Context: an optimization exercise on an open-source flow, tuned for small area, a short achievable clock period and few clock cycles per item. The choices shown serve that exercise and are no tape-out recipe. Only the layout flow was run in this run; the RTL was not checked for function there. Power and IR drop assume default switching activity.

File: design/flow/flow/synth.tcl
proc synth {args} { yosys synth -nofsm -noshare {*}$args }
# Map logic with the area-oriented ABC script given in MY_ABC_SCRIPT instead of ORFS's
proc abc {args} {
  set i [lsearch -exact $args -script]
  if {$i >= 0} { set args [lreplace $args $i [expr {$i + 1}] -script $::env(MY_ABC_SCRIPT)] }
  yosys abc {*}$args
}
source $::env(SCRIPTS_DIR)/synth.tcl
# left out here: clear keep_hierarchy, flatten, clean up, hide names made inside functions, write 1_2_yosys.v
File: design/flow/standard.sh
#!/bin/bash
# synth_recipe.tcl (not shown) runs the flow's synth.tcl, then flattens the netlist and writes it again
# the make line also repeats each setting of config.mk as NAME=value (left out here)
make -C /OpenROAD-flow-scripts/flow DESIGN_CONFIG=/design/flow/config.mk WORK_HOME=/design/flow/orfs CLKGATE_MAP_FILE= SYNTH_SCRIPT=/design/flow/synth_recipe.tcl "${@:-finish}"
File: design/flow/design.v
package ooo_pkg;
    localparam int DATA_W    = 8;
    localparam int REG_COUNT = 8;
endpackage
`timescale 1ns/1ps
module ooo_core (
    input  logic       clk,
    input  logic       rst,
    input  logic       in_valid,
    input  logic [2:0] in_op,
    input  logic [2:0] in_dst,
    input  logic [2:0] in_src_a,
    input  logic [2:0] in_src_b,
    input  logic [7:0] in_imm,
    output logic       retire_valid,
    output logic [2:0] retire_dst,
    output logic [7:0] retire_value
);
    logic       x_valid;
    logic       x_ldi;
    logic [2:0] x_dst;
    logic [1:0] x_op;
    logic [7:0] x_sel_a;
    logic [7:0] x_sel_b;
    logic       rst_q;
    logic [7:0] regfile [8];
    logic       ldi;
    logic [7:0] dec_a;
    logic [7:0] dec_b;
    logic [7:0] a;
    logic [7:0] b;
    logic [7:0] result;
    logic [7:0] wen;
    assign ldi = in_op[2];
    for (genvar r = 0; r < 8; r++) begin : g_dec
        assign dec_a[r] = in_src_a == 3'(r);
        assign dec_b[r] = in_src_b == 3'(r);
    end
    always_ff @(posedge clk) begin
        rst_q <= rst;
        x_valid <= in_valid && !rst;
        x_ldi <= ldi && !rst;
        x_dst <= in_dst;
        x_op <= in_op[1:0];
        x_sel_a <= rst ? 8'd0 : ldi ? in_imm : dec_a;
        x_sel_b <= rst ? 8'd0 : dec_b;
    end
    always_comb begin
        a = '0;
        b = '0;
        for (int r = 0; r < 8; r++) begin
            a = a | (regfile[r] & {8{x_sel_a[r]}});
            b = b | (regfile[r] & {8{x_sel_b[r]}});
        end
    end
    function automatic logic [7:0] prefix_add(input logic [7:0] x, input logic [7:0] y,
                                              input logic cin);
        logic [3:0][7:0] p;
        logic [3:0][7:0] g;
        logic [7:0] s;
        p[0] = x ^ y;
        g[0] = x & y;
        g[0][0] = g[0][0] | (p[0][0] & cin);
        for (int l = 0; l < 3; l++) begin
            for (int i = 0; i < 8; i++) begin
                if (i >= (1 << l)) begin
                    g[l+1][i] = g[l][i] | (p[l][i] & g[l][i-(1<<l)]);
                    p[l+1][i] = p[l][i] & p[l][i-(1<<l)];
                end else begin
                    g[l+1][i] = g[l][i];
                    p[l+1][i] = p[l][i];
                end
            end
        end
        s[0] = p[0][0] ^ cin;
        for (int i = 1; i < 8; i++) begin
            s[i] = p[0][i] ^ g[3][i-1];
        end
        prefix_add = s;
    endfunction
    logic [7:0] sum_add;
    logic [7:0] sum_sub;
    assign sum_add = prefix_add(a, b, 1'b0);
    assign sum_sub = prefix_add(a, ~b, 1'b1);
    always_comb begin
        if (x_ldi) begin
            result = x_sel_a;
        end else begin
            case (x_op)
                2'd0:    result = sum_add;
                2'd1:    result = sum_sub;
                2'd2:    result = a & b;
                default: result = a ^ b;
            endcase
        end
    end
    for (genvar r = 0; r < 8; r++) begin : g_wen
        assign wen[r] = rst_q || (x_valid && x_dst == 3'(r));
    end
    always_ff @(posedge clk) begin
        for (int r = 0; r < 8; r++) begin
            if (wen[r]) begin
                regfile[r] <= result;
            end
        end
    end
    always_ff @(posedge clk) begin
        retire_valid <= x_valid && !rst;
        retire_dst <= x_dst;
        retire_value <= result;
    end
endmodule
File: design/flow/constraint.sdc
create_clock -name core_clock -period 8.0 [get_ports {clk}]
set_input_delay 1.6000 -clock core_clock [delete_from_list [all_inputs] [get_ports {clk}]]
set_output_delay 1.6000 -clock core_clock [all_outputs]
set_load 0.01 [all_outputs]
File: design/flow/flow/area.abc
strash
ifraig
scorr
dc2
strash
&get -n
&dch -f
&nf
&put
topo
stime -c
File: design/flow/config.mk
export PLATFORM = sky130hd
export DESIGN_NAME = ooo_core
export DESIGN_NICKNAME = ooo_core
export VERILOG_FILES = /design/flow/design.v
export SDC_FILE = /design/flow/constraint.sdc
export NUM_CORES = 4
export LEC_CHECK = 0
export ABC_AREA = 1
export CAP_MARGIN = 20
export CORE_MARGIN = 2
export CORE_UTILIZATION = 55
export PLACE_DENSITY = 0.75
export SETUP_SLACK_MARGIN = 5
export SLEW_MARGIN = 20
export TNS_END_PERCENT = 10
File: design/flow/flow/run.sh
#!/bin/bash
# The standard layout, with three changes:
#  - synthesis maps logic with an area-oriented ABC script (flow/area.abc) and
#    without ORFS's half/full-adder cell mapping; registers are mapped exactly
#    as in the standard synthesis, which runs the same script otherwise;
#  - timing repair aims below the limit the standard settings allow;
#  - ports are buffered with buf_2 cells instead of the cell buffer_ports picks.
# Each step's full log is in orfs/logs; make's own output is in standard_flow.log.
set -euo pipefail
here=$(pwd)
export MY_ABC_SCRIPT=$here/flow/area.abc
bash standard.sh SYNTH_SCRIPT=$here/flow/synth.tcl ADDER_MAP_FILE= SETUP_SLACK_MARGIN=${MARGIN:-6.0} "BUFFER_PORTS_ARGS=-buffer_cell sky130_fd_sc_hd__buf_2" finish > standard_flow.log 2>&1
==> run summary <==
## state kept, by name, indices dropped and copies added (netlist names), 2 cells and up
register,count
retire_dst,3
x_sel_a,8
regfile,64
retire_value,8
x_sel_b,8
x_dst,3
x_op,2
## worst max path at each step
stage	start	to	slack, ns	cells past startpoint
5_1_grt	regfile[1][1]	retire_value[7]	4.90	13
3_3_place_gp	x_sel_b[4]	regfile[5][5]	4.88	11
4_1_cts	regfile[1][1]	regfile[4][7]	5.12	12
3_5_place_dp	x_sel_b[4]	regfile[7][5]	4.77	11
2_1_floorplan	regfile[1][1]	regfile[0][7]	5.40	12
6_report	x_sel_b[3]	regfile[2][7]	5.06	13
## synthesized netlist by cell type (2+ instances only)
master	count
sky130_fd_sc_hd__o21ai_0	12
sky130_fd_sc_hd__a222oi_1	27
sky130_fd_sc_hd__edfxtp_1	64
sky130_fd_sc_hd__and2_0	3
sky130_fd_sc_hd__clkinv_1	8
sky130_fd_sc_hd__nand3b_1	3
sky130_fd_sc_hd__xnor2_1	5
sky130_fd_sc_hd__a21oi_1	14
sky130_fd_sc_hd__nand2_1	15
sky130_fd_sc_hd__and3_1	2
sky130_fd_sc_hd__a22oi_1	20
sky130_fd_sc_hd__nand3_1	23
sky130_fd_sc_hd__a21o_1	3
sky130_fd_sc_hd__nor3_1	6
sky130_fd_sc_hd__xor2_1	4
sky130_fd_sc_hd__a22o_1	7
sky130_fd_sc_hd__a21boi_0	2
sky130_fd_sc_hd__nor2_1	18
sky130_fd_sc_hd__nor2b_1	15
sky130_fd_sc_hd__a31o_1	4
sky130_fd_sc_hd__a32o_1	2
sky130_fd_sc_hd__nand2b_1	8
sky130_fd_sc_hd__or3_1	2
sky130_fd_sc_hd__nand4_1	2
sky130_fd_sc_hd__a41o_1	3
sky130_fd_sc_hd__a31oi_1	4
sky130_fd_sc_hd__dfxtp_1	36
## per-stage QoR
step	setup slack (ns)	util [%]
detailed placement	4.77	60.9
CTS	5.12	66.6
floorplan	5.40	-
global placement	4.88	60.9
finish	5.06	67.9
global route	4.90	67.9
## critical path, delay by kind of cell (launching register included)
kind,cells,cell delay [ns]
buffers and inverters,1,0.16
AND/OR/NAND/NOR,1,0.21
AO/OA/AOI/OAI,9,1.50
XOR/XNOR,2,0.36
flip-flops,1,0.45
## power by group
part           switching, mW  leakage [nW]  total [mW]  internal [mW]
registers             0.0552         0.944       0.704          0.649
logic                  0.176         0.740       0.309          0.133
clock network          0.177        0.0969       0.305          0.128
## placed cells by master (no fill, tap or decap), types with 4 or more instances in the layout
master	synthesis	routed
sky130_fd_sc_hd__buf_4	0	17
sky130_fd_sc_hd__buf_2	0	34
sky130_fd_sc_hd__a21oi_4	0	5
sky130_fd_sc_hd__a222oi_1	27	27
sky130_fd_sc_hd__nand3_1	23	21
sky130_fd_sc_hd__a22oi_1	20	20
sky130_fd_sc_hd__a31o_1	4	4
sky130_fd_sc_hd__o21ai_0	12	7
sky130_fd_sc_hd__xnor2_1	5	4
sky130_fd_sc_hd__clkbuf_8	0	10
sky130_fd_sc_hd__a21oi_2	0	6
sky130_fd_sc_hd__dfxtp_2	0	5
sky130_fd_sc_hd__dfxtp_1	36	30
sky130_fd_sc_hd__nor2b_1	15	14
sky130_fd_sc_hd__nand2_1	15	15
sky130_fd_sc_hd__a21oi_1	14	5
sky130_fd_sc_hd__a22o_1	7	7
sky130_fd_sc_hd__o21ai_2	0	4
sky130_fd_sc_hd__clkinv_1	8	8
sky130_fd_sc_hd__nor2_1	18	16
sky130_fd_sc_hd__a31oi_1	4	4
sky130_fd_sc_hd__nand2b_1	8	8
sky130_fd_sc_hd__nor3_1	6	6
sky130_fd_sc_hd__edfxtp_1	64	64
## layout make-up
type | instances | area, um2
multi-input combinational | 215 | 1600
clock inverter | 6 | 56.3
fill | 560 | 2320
inverter | 8 | 30.0
clock buffer | 10 | 138
sequential | 100 | 2650
timing repair buffer | 51 | 298
tap | 99 | 124
## cell families after synthesis
| group | after synthesis |
|---|---|
| compound gates | 103 |
| flops | 100 |
| simple gates | 100 |
| xor+xnor | 9 |
| buf+inv | 8 |
## metal layers
layer  vias to the layer above  GRT usage [%]  share of wire (%)
met5                         -              0                  0
met4                         0           12.2                3.0
met3                        36           8.97                 12
met2                       249           42.6                 46
met1                      1576           36.5                 39
li1                       1451              -                  -
## what timing repair did
action / 4_1_cts / 5_1_grt
endpoints found under the setup margin: 92 / 93
gates resized for setup: 22 / 9
pin swaps: 15 / 12
gates cloned: 2 / 1
setup buffers: 11 / 6
==> qor.yml <==
run_status: "timing/DRC/antenna clean"
grt_setup_unrepaired: "true"
first_global_vias: 3249
worst_min_delay_path_category: "reg2reg"
post_synthesis_share_of_cell_area_spent_on_and_or_nand_and_nor_gates_pct: 12.6
drv_slew: 0
worstSkewPairLatency_ns: 0.37
proportion_of_layout_cells_with_a_drive_suffix_above_1_pct: 25.4
ir_drop_worst_case_vdd_mv: 0.156
syn_to_final_growth_pct: 20.4
path_class: "reg2reg"
timing.hold.worst_endpoint: "retire_dst[2]"
die_height_um: 90
arrival_ns: 3.06
final.hold.worst_slack_ns: 0.431
dominant_combinational_cell_family_by_area_after_synthesis: "compound AO/OA/AOI/OAI gates"
drt-vias-per-instance: 6.77
postSynthRegisterBits: 100
hold_buffers: 0
p_leak_nw: 1.78
synth_edf_count: 64
fp.dieArea_um2: 8100
crit_path_max_fanout: 8
detailedRoute.firstPassIterationCount: 10
rows: 31
final_min_period_over_clock_period_pct: 36.8
grt_max_degree: 19
skew_ns: 0.00978
max_cap_viol_count: 0
p_per_area_nw_per_um2: 269
min-delay-start: "x_dst[2]"
min_path_cells: 0
cts.sink_count: 100
io_pins: 35
cp-end-kind: "flip-flop"
synth-compound-area-share_pct: 19.7
path_common_cell: "sky130_fd_sc_hd__a21oi_2"
worst-slew-pin-transition_ns: 1.03
synth_top_area_share_pct: 47.2
setup_viol: 0
setup_crit_start_kind: "flip-flop"
min_period_ns: 2.94
max-clock-path-buffers: 2
route.detailed.drc: 0
post_dp_cell_area_um2: 4390
detailedPlacementHpwl_um: 6860
grt_pass1_wl_um: 17200
syn-cell-area_um2: 4070
final.setup.tns_ns: 0
die_x_um: 90
relSlewSlack_pct: 30.6
total_wire_length_um: 11200
timing.reg2reg.worst_path_depth: 13
yosys-top-cells-area: "sky130_fd_sc_hd__edfxtp_1 (47%), sky130_fd_sc_hd__dfxtp_1 (18%), sky130_fd_sc_hd__a222oi_1 (6.6%)"
grt_antenna_before_repair: 0
cp_slowest_stage_delay_ns: 0.45
final_cells: 489
start_util_pct: 56.4
post_synth_mux_area_share_pct: 0
r2r_slack_ns: 5.06
critical_path.reg2reg.startpoint: "x_sel_b[3]"
core_area_um2: 7210
post_synth_xor_area_fraction_pct: 1.94
tritoncts: "yes"
cts_root_buf: "sky130_fd_sc_hd__clkbuf_8"
yosys.area_share.adder_pct: 0
yosysTopAreaCell: "sky130_fd_sc_hd__edfxtp_1"
ys_warn_count: 2
drt_wl_cell_um: 22.9
required_ns: 8.11
report.power.total_mw: 1.32
critPathSlowestCell: "sky130_fd_sc_hd__dfxtp_1"
synthArstFlopShare_pct: 0
max_freq_mhz: 340
finish.instance_area_um2: 4900
syn_area_per_cell_um2: 12.7
global_route.usage.total_pct: 27.8
drt_iter0_drc: 687
synth.distinct_cells: 35
place_congestion: 0.915
final_antenna_net_count: 0
final_nets: 408
report.final.hold_viol_count: 0
grt_overflow_total: 0
number_of_instances_in_the_synthesized_netlist: 320
clock_tree.htree_level_count: 3
place.detailed.instances: 453
rr_endpoint: "regfile[2][7]"
place.port_buffers: 34
cts_made_buffers: 9
crit_chain: "a222oi_1, nand3_1, xor2_2, buf_4, a21boi_4, o21ai_2, a21oi_2, o21ai_2, a21oi_2, o21ai_1, xnor2_1, a21oi_2, a21oi_2"
synthesis.nets: 343
ys_seq_area_share_pct: 65.0
vias: 3312
worst_setup_hold_path_clk_slew_ns: 0.10
synth-main-ff-cell: "sky130_fd_sc_hd__edfxtp_1"
number_of_diodes: 0

## what the ideal ports hide
In the flow no input, the clock included, has a driving cell. The finished layout below was timed again as built, in two steps.
Step 1: set_driving_cell puts a clkbuf_16 on clk and a buf_2 on each other input, an assumption about the parent block.
Step 2, shift: input delay + t, output delay - t, t = (earliest + latest rising clock arrival at the registers) / 2. This alone moves slack from input paths to output paths.
a / b / c = no drivers / after step 1 / after step 2; a / b = the first two.
t, ns: 0.397
slack for setup (ns): 5.057 / 5.057 / 5.057
worst setup path after step 2: register to register
clock arrival spread, ns: 0.010 / 0.010
After both steps this run still meets setup and hold. The setup slack of this run moves by 0.000 ns with the drivers and by 0.000 ns with both steps.
